Source: an optimization exercise on an open RTL-to-GDS flow (aim: a short achievable clock period and few clock cycles). Production flows keep margins and buffers that such runs may drop.
In this exercise RTL edits were held to simulation tests only and were not proved equivalent to the original.
Power and IR drop assume default switching activity.

--- flow/design.v ---
`timescale 1ns/1ps
package cqt_state_pkg;
    typedef enum logic [2:0] {
        IDLE        = 3'd0,   
        CALC        = 3'd1,   
        SPLIT_FLAG  = 3'd2,   
        FORCE_SPLIT = 3'd3,   
        LEAF_CU     = 3'd4,   
        NEXT        = 3'd5,   
        ENDING      = 3'd6    
    } cqt_state_t;
endpackage
`timescale 1ns/1ps
package cqt_syntax_pkg;
    typedef logic [1:0] cqt_depth_t;
    typedef enum logic [1:0] {
        CTX_NONE = 2'd0,
        CTX_ONE  = 2'd1,
        CTX_BOTH = 2'd2
    } split_ctx_t;
endpackage
`timescale 1ns/1ps
module cqt_walker (
    input  logic                        clk,
    input  logic                        rst_n,
    input  logic                        cqt_start,
    input  logic [6-1:0]     ctb_x,
    input  logic [5-1:0]     ctb_y,
    input  logic [12-1:0]     pic_width,
    input  logic [11-1:0]     pic_height,
    input  logic                        bin,
    input  logic                        bin_vld,
    input  logic                        cu_done,
    output logic [12-1:0]     node_x,
    output logic [11-1:0]     node_y,
    output cqt_syntax_pkg::cqt_depth_t  node_depth,
    output logic                        flag_req,
    output logic                        cu_start,
    output logic [12-1:0]     cu_x,
    output logic [11-1:0]     cu_y,
    output logic [2:0]                  cu_log2_size,
    output logic                        cqt_done
);
localparam int XW = 12 + 1;
localparam int YW = 11 + 1;
cqt_state_pkg::cqt_state_t  state, nxt_state;
cqt_syntax_pkg::cqt_depth_t depth;
logic [1:0]                 idx1, idx2, idx3;   
logic [1:0]                 cur_idx;
logic [2:0]                 node_log2;
logic [XW-1:0]              x_end;
logic [YW-1:0]              y_end;
logic                       outside;
logic                       crossing;
assign node_x = {ctb_x, idx1[0], idx2[0], idx3[0], {3{1'b0}}};
assign node_y = {ctb_y, idx1[1], idx2[1], idx3[1], {3{1'b0}}};
assign node_depth = depth;
assign node_log2 = 3'(6) - {1'b0, depth};
assign x_end = {1'b0, node_x} + (XW'(1) << node_log2);
assign y_end = {1'b0, node_y} + (YW'(1) << node_log2);
assign outside = (node_x >= pic_width) || (node_y >= pic_height);
assign crossing = (x_end > {1'b0, pic_width}) || (y_end > {1'b0, pic_height});
always_comb begin
    case (depth)
        2'd1:    cur_idx = idx1;
        2'd2:    cur_idx = idx2;
        2'd3:    cur_idx = idx3;
        default: cur_idx = 2'd0;
    endcase
end
always_comb begin
    nxt_state = state;
    case (state)
        cqt_state_pkg::IDLE: begin
            if (cqt_start) nxt_state = cqt_state_pkg::CALC;
        end
        cqt_state_pkg::CALC: begin
            if (outside)
                nxt_state = cqt_state_pkg::NEXT;        
            else if (depth == 2'd3)
                nxt_state = cqt_state_pkg::LEAF_CU;     
            else if (crossing)
                nxt_state = cqt_state_pkg::FORCE_SPLIT;
            else
                nxt_state = cqt_state_pkg::SPLIT_FLAG;
        end
        cqt_state_pkg::SPLIT_FLAG: begin
            if (bin_vld) nxt_state = bin ? cqt_state_pkg::CALC : cqt_state_pkg::LEAF_CU;
        end
        cqt_state_pkg::FORCE_SPLIT: nxt_state = cqt_state_pkg::CALC;
        cqt_state_pkg::LEAF_CU: begin
            if (cu_done) nxt_state = cqt_state_pkg::NEXT;
        end
        cqt_state_pkg::NEXT: begin
            if (depth == 2'd0)
                nxt_state = cqt_state_pkg::ENDING;
            else if (cur_idx != 2'd3)
                nxt_state = cqt_state_pkg::CALC;        
        end
        cqt_state_pkg::ENDING: nxt_state = cqt_state_pkg::IDLE;
        default: nxt_state = cqt_state_pkg::IDLE;
    endcase
end
always_ff @(posedge clk) begin
    if (!rst_n) begin
        state    <= cqt_state_pkg::IDLE;
        flag_req <= 1'b0;
        cu_start <= 1'b0;
        cqt_done <= 1'b0;
    end else begin
        state    <= nxt_state;
        flag_req <= (nxt_state == cqt_state_pkg::SPLIT_FLAG) &&
                    (state != cqt_state_pkg::SPLIT_FLAG);
        cu_start <= (nxt_state == cqt_state_pkg::LEAF_CU) &&
                    (state != cqt_state_pkg::LEAF_CU);
        cqt_done <= (nxt_state == cqt_state_pkg::ENDING) &&
                    (state == cqt_state_pkg::NEXT);
    end
end
always_ff @(posedge clk) begin
    if (!rst_n || (state == cqt_state_pkg::IDLE && cqt_start)) begin
        depth <= 2'd0;
        idx1  <= 2'd0;
        idx2  <= 2'd0;
        idx3  <= 2'd0;
    end else if ((state == cqt_state_pkg::SPLIT_FLAG && bin_vld && bin) ||
                 state == cqt_state_pkg::FORCE_SPLIT) begin
        depth <= depth + 2'd1;   
    end else if (state == cqt_state_pkg::NEXT && depth != 2'd0) begin
        if (cur_idx == 2'd3)
            depth <= depth - 2'd1;
        case (depth)
            2'd1:    idx1 <= idx1 + 2'd1;   
            2'd2:    idx2 <= idx2 + 2'd1;
            default: idx3 <= idx3 + 2'd1;
        endcase
    end
end
assign cu_x = node_x;
assign cu_y = node_y;
assign cu_log2_size = node_log2;
endmodule
`timescale 1ns/1ps
module cqt_ctx_select (
    input  logic                                        clk,
    input  logic                                        rst_n,
    input  logic [12-1:0]                     node_x,
    input  logic [11-1:0]                     node_y,
    input  cqt_syntax_pkg::cqt_depth_t                  node_depth,
    input  logic                                        flag_req,
    input  cqt_syntax_pkg::cqt_depth_t                  left_depth,
    input  cqt_syntax_pkg::cqt_depth_t                  above_depth,
    output logic [6-3-1:0]   unit_col,
    output logic [6-3-1:0]   unit_row,
    output logic                                        dec_run,
    output logic                                        ctx_addr_vld,
    output logic [10-1:0]                  ctx_addr
);
logic                       avail_l;
logic                       avail_a;
logic                       cond_l;
logic                       cond_a;
cqt_syntax_pkg::split_ctx_t ctx_inc;
assign unit_col = node_x[6-1:3];
assign unit_row = node_y[6-1:3];
assign avail_l = (node_x != '0);
assign avail_a = (node_y != '0);
assign cond_l = avail_l && (left_depth > node_depth);
assign cond_a = avail_a && (above_depth > node_depth);
always_comb begin
    case ({cond_l, cond_a})
        2'b00:   ctx_inc = cqt_syntax_pkg::CTX_NONE;
        2'b11:   ctx_inc = cqt_syntax_pkg::CTX_BOTH;
        default: ctx_inc = cqt_syntax_pkg::CTX_ONE;
    endcase
end
always_ff @(posedge clk) begin
    if (!rst_n) begin
        dec_run      <= 1'b0;
        ctx_addr_vld <= 1'b0;
    end else begin
        dec_run      <= flag_req;
        ctx_addr_vld <= flag_req;
    end
end
always_ff @(posedge clk) begin
    if (flag_req)
        ctx_addr <= 10'd2 + {{(10-2){1'b0}}, ctx_inc};
end
endmodule
`timescale 1ns/1ps
module cqt_depth_store (
    input  logic                                        clk,
    input  logic                                        rst_n,
    input  logic [6-1:0]                     ctb_x,
    input  logic                                        cu_start,
    input  logic [12-1:0]                     cu_x,
    input  logic [11-1:0]                     cu_y,
    input  logic [2:0]                                  cu_log2_size,
    input  logic                                        cqt_done,
    input  logic [6-3-1:0]   unit_col,
    input  logic [6-3-1:0]   unit_row,
    output cqt_syntax_pkg::cqt_depth_t                  left_depth,
    output cqt_syntax_pkg::cqt_depth_t                  above_depth
);
localparam int UW = 6 - 3;
cqt_syntax_pkg::cqt_depth_t grid      [8][8];   
cqt_syntax_pkg::cqt_depth_t left_buf  [8];
cqt_syntax_pkg::cqt_depth_t above_buf [64][8];
logic [UW-1:0]              leaf_col;
logic [UW-1:0]              leaf_row;
logic [UW-1:0]              span_mask;
logic [2:0]                 depth_diff;
cqt_syntax_pkg::cqt_depth_t leaf_depth;
assign leaf_col = cu_x[6-1:3];
assign leaf_row = cu_y[6-1:3];
assign span_mask = {UW{1'b1}} << (cu_log2_size - 3'(3));
assign depth_diff = 3'(6) - cu_log2_size;
assign leaf_depth = depth_diff[1:0];
always_ff @(posedge clk) begin
    if (rst_n && cu_start) begin
        for (int r = 0; r < 8; r++) begin
            for (int c = 0; c < 8; c++) begin
                if (((r[UW-1:0] & span_mask) == leaf_row) &&
                    ((c[UW-1:0] & span_mask) == leaf_col))
                    grid[r][c] <= leaf_depth;
            end
        end
    end
end
always_ff @(posedge clk) begin
    if (rst_n && cqt_done) begin
        for (int i = 0; i < 8; i++) begin
            left_buf[i]         <= grid[i][8-1];
            above_buf[ctb_x][i] <= grid[8-1][i];
        end
    end
end
always_comb begin
    if (unit_col == '0)
        left_depth = left_buf[unit_row];
    else
        left_depth = grid[unit_row][unit_col - UW'(1)];
end
always_comb begin
    if (unit_row == '0)
        above_depth = above_buf[ctb_x][unit_col];
    else
        above_depth = grid[unit_row - UW'(1)][unit_col];
end
endmodule
`timescale 1ns/1ps
module cqt_decoder (
    input  logic                        clk,
    input  logic                        rst_n,
    input  logic                        cqt_start,
    input  logic [6-1:0]     ctb_x,
    input  logic [5-1:0]     ctb_y,
    input  logic [12-1:0]     pic_width,
    input  logic [11-1:0]     pic_height,
    input  logic                        bin,
    input  logic                        bin_vld,
    input  logic                        cu_done,
    output logic                        dec_run,
    output logic                        ctx_addr_vld,
    output logic [10-1:0]  ctx_addr,
    output logic                        cu_start,
    output logic [12-1:0]     cu_x,
    output logic [11-1:0]     cu_y,
    output logic [2:0]                  cu_log2_size,
    output logic                        cqt_done
);
localparam int UW = 6 - 3;
logic [12-1:0]    node_x;
logic [11-1:0]    node_y;
cqt_syntax_pkg::cqt_depth_t node_depth;
logic                       flag_req;
logic [UW-1:0]              unit_col;
logic [UW-1:0]              unit_row;
cqt_syntax_pkg::cqt_depth_t left_depth;
cqt_syntax_pkg::cqt_depth_t above_depth;
cqt_walker i_cqt_walker (
    .clk, .rst_n,
    .cqt_start, .ctb_x, .ctb_y, .pic_width, .pic_height,
    .bin, .bin_vld, .cu_done,
    .node_x, .node_y, .node_depth,
    .flag_req,
    .cu_start, .cu_x, .cu_y, .cu_log2_size,
    .cqt_done
);
cqt_ctx_select i_cqt_ctx_select (
    .clk, .rst_n,
    .node_x, .node_y, .node_depth,
    .flag_req,
    .left_depth, .above_depth,
    .unit_col, .unit_row,
    .dec_run, .ctx_addr_vld, .ctx_addr
);
cqt_depth_store i_cqt_depth_store (
    .clk, .rst_n,
    .ctb_x,
    .cu_start, .cu_x, .cu_y, .cu_log2_size,
    .cqt_done,
    .unit_col, .unit_row,
    .left_depth, .above_depth
);
endmodule
--- flow/run.sh ---
#!/bin/bash
# synth_recipe.tcl (not shown) runs the flow's synth.tcl, then flattens the netlist and writes it again
# the make line also repeats each setting of config.mk as NAME=value (left out here)
make -C /OpenROAD-flow-scripts/flow DESIGN_CONFIG=/design/flow/config.mk WORK_HOME=/design/flow/orfs CLKGATE_MAP_FILE= SYNTH_SCRIPT=/design/flow/synth_recipe.tcl finish
--- flow/config.mk ---
export PLATFORM = sky130hd
export DESIGN_NAME = cqt_decoder
export DESIGN_NICKNAME = cqt_decoder
export VERILOG_FILES = /design/flow/design.v
export SDC_FILE = /design/flow/constraint.sdc
export NUM_CORES = 4
export LEC_CHECK = 0
export CAP_MARGIN = 20
export CORE_MARGIN = 2
export CORE_UTILIZATION = 40
export SLEW_MARGIN = 20
--- flow/constraint.sdc ---
create_clock -name core_clock -period 6.0 [get_ports {clk}]
set_input_delay 1.2000 -clock core_clock [delete_from_list [all_inputs] [get_ports {clk}]]
set_output_delay 1.2000 -clock core_clock [all_outputs]
set_load 0.01 [all_outputs]
==> results.txt <==
final cells by class:
| cell class | count | area, sq um |
|---|---|---|
| well taps | 1637 | 2050 |
| clock inverters | 70 | 648 |
| inverters | 42 | 160 |
| fillers | 10600 | 67200 |
| repair buffers | 218 | 1900 |
| flip-flops and latches | 1186 | 35500 |
| multi-input cells | 1412 | 13400 |
| clock buffers | 151 | 3140 |
routing by layer:
layer | vias to the layer above | track usage [%] | routed length [um]
li1 | 11800 | - | -
met1 | 15000 | 31.5 | 60100
met2 | 1403 | 36.7 | 69000
met3 | 262 | 3.18 | 10400
met4 | 2 | 7.10 | 4380
met5 | - | 0 | 7
state kept, by name (all words and copies together), names as in the netlist:
register                     cells
i_cqt_ctx_select.ctx_addr        3
i_cqt_ctx_select.dec_run         1
i_cqt_depth_store.above_buf   1024
i_cqt_depth_store.grid         128
i_cqt_depth_store.left_buf      16
i_cqt_walker.cqt_done            1
i_cqt_walker.cu_start            1
i_cqt_walker.depth               2
i_cqt_walker.flag_req            1
i_cqt_walker.idx1                2
i_cqt_walker.idx2                2
i_cqt_walker.idx3                2
i_cqt_walker.state               3
worst paths after layout:
check                                                    from                          endpoint  slack, ns  cells past startpoint
worst min register to register  i_cqt_depth_store.grid[55][1]  i_cqt_depth_store.left_buf[6][1]       0.51                      0
worst max-delay path                     i_cqt_walker.idx2[0]      i_cqt_ctx_select.ctx_addr[0]       0.78                     13
worst min-delay path            i_cqt_depth_store.grid[55][1]  i_cqt_depth_store.left_buf[6][1]       0.51                      0
worst max register to register           i_cqt_walker.idx2[0]      i_cqt_ctx_select.ctx_addr[0]       0.78                     13
synth_stat cells, types with 7 or more instances:
cell	instances	area, sq um
o21ai_0	62	310
a22oi_1	57	428
nor3b_1	9	67.6
o22ai_1	23	144
nand2_1	111	417
a221oi_1	12	105
nand2b_1	18	113
nand3_1	60	300
a211oi_1	20	150
a311oi_1	9	78.8
mux2_2	26	293
buf_2	45	225
or3_1	7	43.8
a31oi_1	26	163
and3_1	14	87.6
inv_1	39	146
nor3_1	32	160
nand4_1	14	87.6
o211ai_1	10	75.1
mux2i_1	42	420
a32oi_1	22	193
a21oi_1	55	275
xor2_1	13	114
and2_1	14	87.6
nor2b_1	57	357
dfxtp_1	15	300
buf_6	16	180
ha_1	66	826
o21a_1	10	75.1
xnor2_1	23	201
a2111oi_0	8	70.1
clkbuf_1	77	289
nor4_1	9	56.3
edfxtp_1	1171	35200
buf_4	50	375
a32o_1	11	110
mux4_2	261	5880
nor2_1	197	739
o2bb2ai_1	7	61.3
buf_1	12	45.0
o2111ai_1	7	61.3
a22o_1	19	166
cell families (layout without fill, tap and decap cells):
logic type,count (synthesis),count (layout),synth area share [%]
simple gates,570,570,5.48
fa+ha+maj,67,67,1.69
xor+xnor,36,36,0.630
buf+inv,243,481,2.59
other cells,1,13,0.00749
mux,329,329,13.2
compound gates,397,397,5.60
flops,1186,1186,70.8
critical path: stages, from the launching register on:
cell	delay, ns
dfxtp_4	0.60
buf_12	0.41
buf_12	0.62
mux4_2	0.42
a22o_1	0.25
a221oi_1	0.50
o22ai_1	0.17
a22oi_1	0.22
nand2_1	0.14
nor4_2	0.21
a32o_1	0.25
ha_1	0.25
a211oi_1	0.38
ha_1	0.31
power groups by stage:
stage	Sequential, mW	Combinational (mW)	Clock [mW]
after floorplan	9.41	0.293	0
after global placement	9.40	0.646	0
after detailed placement	9.40	0.659	0
after CTS	9.23	0.661	7.33
after global routing	9.23	0.707	7.65
final	9.23	0.666	7.19
==> results.txt <==
The count of final max-slew check failures came out at 0. The required time reported for the critical path endpoint is about 6.5 ns. The clock passes through at most 3 buffers. The clock transition at the registers of the reported paths is 0.06 ns. After layout, the design draws a total of approximately 17 mW. For this run, the leading register cell type out of synthesis is edfxtp_1.

Setup repair after global routing left no endpoint under its margin. Of the cells placed in the final design, the portion with a size suffix greater than 1 is between 20% and 30%. The post-layout utilization of the core is a little under half. The number of antenna violations at the first check in global routing came out at 2.

The worst hold path belongs to the class register to register. The detail-routed net length per standard cell is about 31 um. The violation count after the first detailed-route iteration is around 3300. The I/O pin total came out at 80.

In the finished design, the share of the clock period the worst path needs comes to 87.0%. The analysis attributes to cell leakage a power of about 18 nW. The number of buffer cells added on primary ports came out at 66. The instance count of the mapped netlist is 2829.

The post-detailed-placement half-perimeter wirelength is just under 90000 um. 0 antenna diodes ended up in the layout. The total congestion overflow after global routing is 0. Measured along the y axis, the die boundary spans ~360 um.

The least setup slack across all paths after layout is 0.779 ns. Dividing total power by cell area gives a power density of about 300 mW/mm^2. The synthesis-to-layout area growth is 13.4%.

The maximum achievable frequency is between 0.15 and 0.2 GHz. The element type at the critical path start is a register. TritonCTS built the clock tree. The core region is roughly 0.12 sq mm.

The count of instances resized after the clock tree is built is 0. The number of non-filler instances in the completed layout is between 4000 and 5000. Entering global routing, the biggest net connects about 120 pins.

The wire length of the first global-routing pass is a little over 200000 um. The number of global-route vias before repair came to between 20000 and 30000. Internal power comes to 13.4 mW. The worst setup path is captured at a register. The remaining antenna violation count came out at 0. The later pin in the worst-skew pair is clocked with a latency of about 0.76 ns. The sequential share of power is 54.0%. In this run, the combinational gates consume under 10% of the power. Across the routed clock network, the largest skew measured is between 0.05 and 0.06 ns.

The DRC violation count after routing is 0. The total routed wirelength came out at 144000 um. The post-placement worst setup slack came out at between 0.5 and 0.6 ns.

Data on the critical path arrives at its endpoint at between 5 and 6 ns. The share of synthesized area occupied by flip-flops and latches is roughly 70%. Max-cap violations in this run came to 0.

The flow ran to the end and the layout has no timing, DRC or antenna violations. Counting the buffers created by CTS gives 120. The number of warnings reported in the yosys synthesis log came out at 5. The cell sitting at the root of the clock tree is a clkbuf_16. After synthesis the cells add up to 0.0501 sq mm.

The floorplan die width is about 360 um. The number of enable-type register cells in the synthesized netlist came out at 1171. The clock network accounts for a little over two fifths of the total power. The switching share of power is around 22%.

The relative slew slack is a little under a fifth. The count of state elements after synthesis is approximately 1200. The average size of a mapped cell is 17.7 sq um.

The smallest clock period supported by the final layout is computed as approximately 5.2 ns. The detailed router placed around 28000 vias in this run. Setup violations remaining at the end of the flow were counted as 0. The routability congestion estimate from global placement is around 0.96. The worst-case vdd ir drop came out at 0.237 mV.

The cell total after placement came out at roughly 4500. After detailed routing, the number of vias per cell comes to between 6 and 7. The length of the first detailed-routing pass in iterations is 8. CTS built an H-tree with a depth of 3.

Summing all placed instances gives a cell area of between 0.05 and 0.06 sq mm. The number of endpoints with negative hold slack in the final report came to 0. In this run, distinct cell masters in the synthesized netlist total 76. The worst-case hold slack came out at between 0.5 and 0.6 ns. In the layout the commonest cells are edfxtp_1, mux4_2, nor2_1.

The number of sinks on the clock net came out at approximately 1200. Along the worst path, the maximum fanout reaches 116. Buffers added to address setup during post-CTS repair amount to 0. In the synthesized netlist the async set-or-reset flop fraction comes to 0%. In this run the power spent charging and discharging nets is approximately 3.7 mW. The final design area excluding fillers came out at 0.0568 sq mm. The setup TNS is 0 ns. The slew at the pin closest to its max-slew limit came out at around 1.2 ns.

The initial core utilization came out at about two fifths. The row count came out at 129. The most frequent standard cell in the layout excluding fill and tap cells is edfxtp_1. The worst setup path is of the register to register kind. The area of the die came out at roughly 0.13 sq mm. The net count reported at finish is between 3000 and 4000. The all-layer global routing usage is around 23%. The number of hold buffers added after cts came out at 0.
Testbench counts, summed over its fixed seeds: cycles 33,628.

afterwards: timing with drivers on the ports:
The results above use ideal ports. As a check the final layout listed here was re-extracted and re-timed, cells and wires unchanged. Step 1 sets driving cells, clkbuf_16 on the clock port and buf_2 on the other inputs (assumed; they add their load-dependent delay and slew). Step 2 also shifts input and output timing later by t, the mid clock arrival at the registers, as if the neighbouring blocks saw the same clock. a / b / c = ideal ports / drivers / drivers and shift; a / b = the first two.
t, ns: 0.807
setup WS [ns]: 0.779 / 0.779 / 0.478
worst slew at a driven data input, ns: 0.09
cell pins on the clock port's net: 1
After both steps this run still meets setup and hold. For this run, drivers alone change the setup slack by 0.000 ns; drivers and shift together by -0.301 ns.
